Context: an optimization exercise on an open-source flow, tuned for small area. The choices shown serve that exercise and are no tape-out recipe.
Function was checked by simulation only, so behaviour that the tests miss may differ from the original.
Power is estimated from default activity; no workload was simulated.

## JK
## reg_file_mp
module reg_file_mp
#(
    parameter int DATA_W   = reg_file_pkg::DATA_W_DEF,
    parameter int ADDR_W   = reg_file_pkg::ADDR_W_DEF,
    parameter int NUM_RD   = 2,
    parameter int NUM_WR   = 2,
    parameter int ZERO_REG = 1,
    parameter int BYPASS   = 1
) (
    input  logic                     clk,
    input  logic                     reset,
    input  logic [NUM_RD-1:0]        rd_en,
    input  logic [NUM_RD*ADDR_W-1:0] rd_addr,
    output logic [NUM_RD*DATA_W-1:0] rd_data,
    output logic [NUM_RD-1:0]        rd_busy,
    input  logic [NUM_WR-1:0]        wr_en,
    input  logic [NUM_WR*ADDR_W-1:0] wr_addr,
    input  logic [NUM_WR*DATA_W-1:0] wr_data,
    input  logic                     res_en,
    input  logic [ADDR_W-1:0]        res_addr,
    output logic [2**ADDR_W-1:0]     busy_vec
);
    localparam int DEPTH = 2**ADDR_W;
    logic [DEPTH-1:1][DATA_W-1:0] mem_q;
    logic [DEPTH-1:1]             valid_q;
    logic [DEPTH-1:1]             busy_q;
    logic                         par_q;
    logic [DEPTH-1:1]             s1, s0, sh;
    logic [DATA_W-1:0]            wd0, wd1, a0, a1;
    logic [NUM_RD*DATA_W-1:0]     rd_data_q, rd_data_d;
    logic [NUM_RD-1:0]            rd_busy_q, rd_busy_d;
    assign wd0 = wr_data[0 +: DATA_W];
    assign wd1 = wr_data[DATA_W +: DATA_W];
    assign a0  = wd0 ^ {DATA_W{par_q}};
    assign a1  = wd1 ^ {DATA_W{par_q}};
  ...
Size in the first run: about 7700 cells after synthesis, roughly 1100 flip-flops, about 190 I/O pins, ~61000 µm² of cells after synthesis.
Settings: LEC_CHECK=0, CAP_MARGIN=20, CORE_MARGIN=2, CORE_UTILIZATION=40, SLEW_MARGIN=20; clock period 8.0 ns.
run.sh (not shown) runs the stock make flow with config.mk's settings and CLKGATE_MAP_FILE= SYNTH_SCRIPT=/design/flow/synth_recipe.tcl, a recipe that flattens the netlist after the stock synthesis.
In JK the implementation completed, yet the final layout does not meet the checks, the culprit being antenna violations.
What MS does differently from JK at the input level:
==> flow/flow/run.sh (new file) <==
#!/bin/bash
# Layout flow: the standard flow (standard.sh) with these changes:
#  - synthesis: ABC maps with an area-oriented script (flow/abc_area.script) instead of
#    ORFS's delay-oriented one; every other synthesis step is the standard flow's own;
#  - port buffers use the smallest buffer cell;
#  - clock tree synthesis adds no dummy loads and drives larger clusters of registers;
#  - up to 10 rounds of antenna repair after detailed routing (5 in ORFS).
set -euo pipefail
HERE=$PWD
export FLOW_ABC_SCRIPT=$HERE/flow/abc_area.script
export FLOW_SYNTH_TCL=$HERE/synth_recipe.tcl
bash standard.sh SYNTH_SCRIPT=$HERE/flow/synth.tcl synth > $HERE/synth.log 2>&1
bash standard.sh \
  "BUFFER_PORTS_ARGS=-buffer_cell sky130_fd_sc_hd__buf_1" \
  MAX_REPAIR_ANTENNAS_ITER_DRT=10 \
  "CTS_ARGS=-sink_clustering_enable -repair_clock_nets -dont_use_dummy_load -buf_list {sky130_fd_sc_hd__clkbuf_16} -sink_clustering_size 25 -sink_clustering_max_diameter 100" \
  > $HERE/layout.log 2>&1
==> flow/flow/abc_area.script (new file) <==
&get -n
&st
&dch -f
&nf -R 1000 -F 8 -C 32
&st
&dch -f
&nf -R 1000 -F 8 -C 32
&put
==> flow/flow/synth.tcl (new file) <==
# The standard flow's synthesis script (synth_recipe.tcl) with ABC run on flow/abc_area.script
proc abc {args} {
  set i [lsearch -exact $args -script]
  lset args [expr {$i + 1}] $::env(FLOW_ABC_SCRIPT)
  yosys abc {*}$args
}
source $::env(FLOW_SYNTH_TCL)
==> flow/standard.sh (new file) <==
#!/bin/bash
# synth_recipe.tcl (not shown) runs the flow's synth.tcl, then flattens the netlist and writes it again
# the make line also repeats each setting of config.mk as NAME=value (left out here)
make -C /OpenROAD-flow-scripts/flow DESIGN_CONFIG=/design/flow/config.mk WORK_HOME=/design/flow/orfs CLKGATE_MAP_FILE= SYNTH_SCRIPT=/design/flow/synth_recipe.tcl "${@:-finish}"
removed: flow/run.sh
==> notes.md <==
- MS | status: complete | timing, DRC, antenna: pass
- For worst-path maximum fanout, dividing the value from JK by the value from MS gives 0.66.
- Delta (MS minus JK): area fraction in compound gates after synthesis now larger, post-route clock period utilization now smaller, clock group share of total power now smaller.
- Fraction of met3 tracks used by global routing delta for MS relative to JK: 18 points lower
- JK ended up with nor2_1 as its most common cell after layout, fill and taps aside; MS ended up with a222oi_1.
- When the final numbers for JK and MS were put side by side, the depth of the worst register-to-register path turned out to be smaller in MS.
- MS vs. JK: first-pass GRT wire length decreased 230000 µm; placement row count decreased 11%.


## rev 12
The RTL this note starts from:
==> flow/design.v <==
package reg_file_pkg;
    localparam int DATA_W_DEF = 32;
    localparam int ADDR_W_DEF = 5;
    localparam int ZERO_ADDR  = 0;
    function automatic integer lo(input integer idx, input integer w);
        lo = idx * w;
    endfunction
endpackage
module reg_file_wr_select
#(
    parameter int ADDR_W = reg_file_pkg::ADDR_W_DEF
) (
    input  logic [1:0]        wr_en_i,
    input  logic [2*ADDR_W-1:0] wr_addr_i,
    input  logic [ADDR_W-1:0] addr_i,
    output logic              s1_o,
    output logic              s0_o,
    output logic              sh_o
);
    logic h0, h1, s1_n, s0_n, sh_n;
    assign h0   = wr_en_i[0] && wr_addr_i[0 +: ADDR_W] == addr_i;
    assign h1   = wr_en_i[1] && wr_addr_i[ADDR_W +: ADDR_W] == addr_i;
    assign s1_n = !h1;
    assign s0_n = !h0 || h1;
    assign sh_n = h0 || h1;
    reg_file_inv u_s1 (.A(s1_n), .Y(s1_o));
    reg_file_inv u_s0 (.A(s0_n), .Y(s0_o));
    reg_file_inv u_sh (.A(sh_n), .Y(sh_o));
endmodule
module reg_file_aoi3 (
    input  logic A1, A2, B1, B2, C1, C2,
    output logic Y
);
    assign Y = ~((A1 && A2) || (B1 && B2) || (C1 && C2));
endmodule
module reg_file_inv (
    input  logic A,
    output logic Y
);
    assign Y = !A;
endmodule
module reg_file_mp
#(
    parameter int DATA_W   = reg_file_pkg::DATA_W_DEF,
    parameter int ADDR_W   = reg_file_pkg::ADDR_W_DEF,
    parameter int NUM_RD   = 2,
    parameter int NUM_WR   = 2,
    parameter int ZERO_REG = 1,
    parameter int BYPASS   = 1
) (
    input  logic                     clk,
    input  logic                     reset,
    input  logic [NUM_RD-1:0]        rd_en,
    input  logic [NUM_RD*ADDR_W-1:0] rd_addr,
    output logic [NUM_RD*DATA_W-1:0] rd_data,
    output logic [NUM_RD-1:0]        rd_busy,
    input  logic [NUM_WR-1:0]        wr_en,
    input  logic [NUM_WR*ADDR_W-1:0] wr_addr,
    input  logic [NUM_WR*DATA_W-1:0] wr_data,
    input  logic                     res_en,
    input  logic [ADDR_W-1:0]        res_addr,
    output logic [2**ADDR_W-1:0]     busy_vec
);
    localparam int DEPTH = 2**ADDR_W;
    logic [DEPTH-1:1][DATA_W-1:0] mem_q;       
    logic [DEPTH-1:1][DATA_W-1:0] mem_d;       
    logic [DEPTH-1:1]             valid_q, valid_d;
    logic [DEPTH-1:1]             busy_q, busy_d;
    logic [DEPTH-1:0]             busy_all_d;        
    logic                         par_q;
    logic [DEPTH-1:1]             s1, s0, sh;
    logic [DATA_W-1:0]            a0, a1;
    logic [NUM_RD*DATA_W-1:0]     rd_data_q, rd_data_d;
    logic [NUM_RD-1:0]            rd_busy_q, rd_busy_d;
    for (genvar b = 0; b < DATA_W; b++) begin : g_wd
        logic a0_n, a1_n;
        assign a0_n = wr_data[b] ~^ par_q;
        assign a1_n = wr_data[DATA_W + b] ~^ par_q;
        reg_file_inv u_a0 (.A(a0_n), .Y(a0[b]));
        reg_file_inv u_a1 (.A(a1_n), .Y(a1[b]));
    end
    for (genvar a = 1; a < DEPTH; a++) begin : g_addr
        reg_file_wr_select #(.ADDR_W(ADDR_W)) u_sel (
            .wr_en_i  (wr_en),
            .wr_addr_i(wr_addr),
            .addr_i   (ADDR_W'(a)),
            .s1_o     (s1[a]),
            .s0_o     (s0[a]),
            .sh_o     (sh[a])
        );
        for (genvar b = 0; b < DATA_W; b++) begin : g_bit
            reg_file_aoi3 u_nx (
                .A1(s1[a]), .A2(a1[b]), .B1(s0[a]), .B2(a0[b]), .C1(sh[a]), .C2(mem_q[a][b]),
                .Y (mem_d[a][b])
            );
        end
        assign valid_d[a] = valid_q[a] || !sh[a];
        assign busy_d[a]  = (res_en && res_addr == ADDR_W'(a)) || (sh[a] && busy_q[a]);
    end
    assign busy_all_d = {busy_d, 1'b0};
    for (genvar i = 0; i < NUM_RD; i++) begin : g_rd
        logic [ADDR_W-1:0] ra;
        logic              x;
        logic [DEPTH-1:1]  msel;
        logic [DATA_W-1:0] m;
        assign ra = rd_addr[i*ADDR_W +: ADDR_W];
        logic [3:0] lo;
        logic [7:0] hi;
        for (genvar j = 0; j < 4; j++) begin : g_lo
            assign lo[j] = ra[1:0] == 2'(j);
        end
        for (genvar j = 0; j < 8; j++) begin : g_hi
            assign hi[j] = rd_en[i] && ra[4:2] == 3'(j);
        end
        for (genvar a = 1; a < DEPTH; a++) begin : g_sel
            logic msel_n;
            assign msel_n = !(lo[a % 4] && hi[a / 4] && valid_d[a]);
            reg_file_inv u_ms (.A(msel_n), .Y(msel[a]));
        end
        for (genvar b = 0; b < DATA_W; b++) begin : g_bit
            logic [10:0] y;
            for (genvar k = 0; k < 10; k++) begin : g_t
                reg_file_aoi3 u_t (
                    .A1(msel[3*k+1]), .A2(mem_d[3*k+1][b]),
                    .B1(msel[3*k+2]), .B2(mem_d[3*k+2][b]),
                    .C1(msel[3*k+3]), .C2(mem_d[3*k+3][b]),
                    .Y (y[k])
                );
            end
            assign y[10] = !(msel[31] && mem_d[31][b]);
            assign m[b] = !(&y);
        end
        assign x = !par_q && |msel;
        assign rd_data_d[i*DATA_W +: DATA_W] = (m ^ {DATA_W{x}}) |
                                               ({DATA_W{!rd_en[i]}} & rd_data_q[i*DATA_W +: DATA_W]);
        assign rd_busy_d[i] = rd_en[i] ? busy_all_d[ra] : rd_busy_q[i];
    end
    always_ff @(posedge clk)
        mem_q <= mem_d;
    always_ff @(posedge clk or posedge reset)
        if (reset) begin
            valid_q   <= '0;
            busy_q    <= '0;
            par_q     <= 1'b0;
            rd_data_q <= '0;
            rd_busy_q <= '0;
        end else begin
            valid_q   <= valid_d;
            busy_q    <= busy_d;
            par_q     <= !par_q;
            rd_data_q <= rd_data_d;
            rd_busy_q <= rd_busy_d;
        end
    assign rd_data  = rd_data_q;
    assign rd_busy  = rd_busy_q;
    assign busy_vec = {busy_q, 1'b0};
endmodule
export LEC_CHECK = 0
export CAP_MARGIN = 20
export CORE_MARGIN = 2
export CORE_UTILIZATION = 60
export GPL_TIMING_DRIVEN = 0
export SLEW_MARGIN = 20
create_clock -name core_clock -period 8.0 [get_ports {clk}]
standard.sh (not shown) runs the stock make flow with config.mk's settings and CLKGATE_MAP_FILE= SYNTH_SCRIPT=/design/flow/synth_recipe.tcl, a recipe that flattens the netlist after the stock synthesis.
==> flow/flow/run.sh <==
#!/bin/bash
# Layout flow: the standard flow (standard.sh) with these changes:
#  - synthesis (flow/synth.tcl): ABC maps with an area-oriented script
#    (flow/abc_area.script) instead of ORFS's delay-oriented one, and the RTL's
#    reg_file_aoi3 / reg_file_inv instances are mapped to the a222oi / inv cells;
#    every other synthesis step is the standard flow's own;
#  - floorplan skips ORFS's pre-placement setup repair (it sizes cells up against
#    wire-load-model delays that placement does not bear out);
#  - port buffers use the smallest buffer cell;
#  - clock tree synthesis adds no dummy loads and drives larger clusters of registers;
#  - up to 10 rounds of antenna repair after detailed routing (5 in ORFS);
#  - global routing derates met1 more (flow/fastroute.tcl), leaving it for pin access.
set -euo pipefail
HERE=$PWD
export FLOW_ABC_SCRIPT=$HERE/flow/abc_area.script
export FLOW_SYNTH_TCL=$HERE/synth_recipe.tcl
bash standard.sh SYNTH_SCRIPT=$HERE/flow/synth.tcl synth > $HERE/synth.log 2>&1
bash standard.sh \
  "BUFFER_PORTS_ARGS=-buffer_cell sky130_fd_sc_hd__buf_1" \
  MAX_REPAIR_ANTENNAS_ITER_DRT=10 \
  REMOVE_ABC_BUFFERS=1 \
  FASTROUTE_TCL=$HERE/flow/fastroute.tcl \
  "CTS_ARGS=-sink_clustering_enable -repair_clock_nets -dont_use_dummy_load -buf_list {sky130_fd_sc_hd__clkbuf_16} -sink_clustering_size 25 -sink_clustering_max_diameter 100" \
  > $HERE/layout.log 2>&1
Other scripts of this flow, unchanged in this note and not shown: flow/flow/abc_area.script, flow/flow/fastroute.tcl, flow/flow/synth.tcl
Input changes introduced in rev 13 (baseline for comparison: rev 12):
# rev 12
export LEC_CHECK = 0
export CAP_MARGIN = 20
export CORE_MARGIN = 2
export CORE_UTILIZATION = 60
export GPL_TIMING_DRIVEN = 0
export SLEW_MARGIN = 20
create_clock -name core_clock -period 8.0 [get_ports {clk}]
# rev 13
export LEC_CHECK = 0
export CAP_MARGIN = 20
export CORE_MARGIN = 2
export CORE_UTILIZATION = 50
export GPL_TIMING_DRIVEN = 0
export SLEW_MARGIN = 20
create_clock -name core_clock -period 8.0 [get_ports {clk}]
Findings:
Rev 13 and rev 12 ended up with nearly the same total number of nets in the final design.
Lower worst-case setup margin in the final layout goes to rev 13 over rev 12.
From rev 12 to rev 13 the numbers moved as follows: routed wire length grew by 13 mm; power density relative to cell area fell about 0.47%; relative area change from synthesis to final layout moved up.
Going from rev 12 to rev 13, largest fanout of any net on the critical path grew by a few percent.
Comparing rev 13 with rev 12, the leakage power came out essentially unchanged.
The shortest clock period the worst path allows after layout in rev 13 sits 0.095 ns above the value recorded for rev 12.


Another version of the RTL of reg_file_mp (not shown whole).
For scale: about 1100 flip-flops, roughly 190 I/O pins, about 45000 sq um of cells after synthesis.
Settings: LEC_CHECK=0, CAP_MARGIN=20, CORE_MARGIN=2, CORE_UTILIZATION=40, SLEW_MARGIN=20; clock period 8.0 ns.
==> flow/flow/run.sh <==
#!/bin/bash
# Layout flow: the standard flow (standard.sh) with these changes:
#  - synthesis (flow/synth.tcl): ABC maps with an area-oriented script
#    (flow/abc_area.script) instead of ORFS's delay-oriented one, and the RTL's
#    reg_file_aoi3 instances are mapped to the a222oi cell; every other synthesis
#    step is the standard flow's own;
#  - port buffers use the smallest buffer cell;
#  - clock tree synthesis adds no dummy loads and drives larger clusters of registers;
#  - up to 10 rounds of antenna repair after detailed routing (5 in ORFS);
#  - global routing derates met1 more (flow/fastroute.tcl), leaving it for pin access.
set -euo pipefail
HERE=$PWD
export FLOW_ABC_SCRIPT=$HERE/flow/abc_area.script
export FLOW_SYNTH_TCL=$HERE/synth_recipe.tcl
bash standard.sh SYNTH_SCRIPT=$HERE/flow/synth.tcl synth > $HERE/synth.log 2>&1
bash standard.sh \
  "BUFFER_PORTS_ARGS=-buffer_cell sky130_fd_sc_hd__buf_1" \
  MAX_REPAIR_ANTENNAS_ITER_DRT=10 \
  FASTROUTE_TCL=$HERE/flow/fastroute.tcl \
  "CTS_ARGS=-sink_clustering_enable -repair_clock_nets -dont_use_dummy_load -buf_list {sky130_fd_sc_hd__clkbuf_16} -sink_clustering_size 25 -sink_clustering_max_diameter 100" \
  > $HERE/layout.log 2>&1
==> flow/flow/abc_area.script <==
&get -n
&st
&dch -f
&nf -R 1000 -F 8 -C 32
&st
&dch -f
&nf -R 1000 -F 8 -C 32
&put
==> flow/flow/fastroute.tcl <==
# Global routing setup: the platform's (sky130hd fastroute.tcl) with met1 derated
# more (70% instead of 20%), so that global routing leaves met1 free for pin access
# and the detailed router has fewer conflicts to resolve.
set_global_routing_layer_adjustment $::env(MIN_ROUTING_LAYER)-$::env(MAX_ROUTING_LAYER) 0.2
set_global_routing_layer_adjustment met1 0.7

set_routing_layers -clock $::env(MIN_CLK_ROUTING_LAYER)-$::env(MAX_ROUTING_LAYER)
set_routing_layers -signal $::env(MIN_ROUTING_LAYER)-$::env(MAX_ROUTING_LAYER)
==> flow/flow/synth.tcl <==
# The standard flow's synthesis script (synth_recipe.tcl) with two changes: ABC runs on
# flow/abc_area.script, and each reg_file_aoi3 instance becomes the library's
# a222oi cell (same function) right after the first hierarchy pass, before the
# design is flattened.
set ::my_mapped_aoi 0
proc hierarchy {args} {
  yosys hierarchy {*}$args
  if { !$::my_mapped_aoi } {
    set ::my_mapped_aoi 1
    yosys chtype -map reg_file_aoi3 sky130_fd_sc_hd__a222oi_1
    yosys hierarchy {*}$args
  }
}
proc abc {args} {
  set i [lsearch -exact $args -script]
  lset args [expr {$i + 1}] $::env(FLOW_ABC_SCRIPT)
  yosys abc {*}$args
}
source $::env(FLOW_SYNTH_TCL)
Next try:
--- a/flow/flow/run.sh
+++ b/flow/flow/run.sh
@@ -6,2 +6,4 @@
 #    step is the standard flow's own;
+#  - floorplan skips ORFS's pre-placement setup repair (it sizes cells up against
+#    wire-load-model delays that placement does not bear out);
 #  - port buffers use the smallest buffer cell;
@@ -18,2 +20,3 @@
   MAX_REPAIR_ANTENNAS_ITER_DRT=10 \
+  REMOVE_ABC_BUFFERS=1 \
   FASTROUTE_TCL=$HERE/flow/fastroute.tcl \
The new run passed the timing, design-rule and antenna checks.
Non-clock buffer count is higher by 13.
Setup slack improves by 150 ps.
Clock skew is higher by 16 ps.
Routed wire length is higher by a few percent.
Global-route usage is higher by 1.0 points.
Register-to-register slack degrades by 180 ps.

[static timing again, ports no longer ideal]
The results above use ideal ports. As a check the final layouts listed here were re-extracted and re-timed, cells and wires unchanged.
Step 1 (the two cells are an assumption about what drives the block):
set clk [get_ports {clk}]
set_driving_cell -lib_cell sky130_fd_sc_hd__clkbuf_16 $clk
set_driving_cell -lib_cell sky130_fd_sc_hd__buf_2 [delete_from_list [all_inputs] $clk]
Step 2, shift: input delay + t, output delay - t, t = (earliest + latest rising clock arrival at the registers) / 2. This alone moves slack from input paths to output paths.
Slacks: no drivers / after step 1 / after step 2; pairs: no drivers / after step 1.
run	shift t [ns]	slack for setup (ns)	latest minus earliest clock arrival (ns)	worst register clock-pin slew, ns	worst slew at a driven data input, ns
JK	0.928	2.052 / 2.128 / 1.200	0.043 / 0.043	0.08 / 0.08	0.17
MS	0.771	2.773 / 2.819 / 2.048	0.051 / 0.052	0.11 / 0.11	0.08
rev 12	0.751	1.390 / 1.434 / 0.683	0.058 / 0.058	0.11 / 0.11	0.04
rev 13	0.740	1.295 / 1.341 / 0.601	0.053 / 0.053	0.11 / 0.11	0.04
the first run of note 3	0.752	1.674 / 1.600 / 0.848	0.073 / 0.073	0.11 / 0.11	0.18
the second run of note 3	0.753	1.821 / 1.740 / 0.987	0.092 / 0.092	0.11 / 0.11	0.16
The setup slack of JK, which loses most, moves by +0.076 ns with the drivers and by -0.852 ns with both steps.
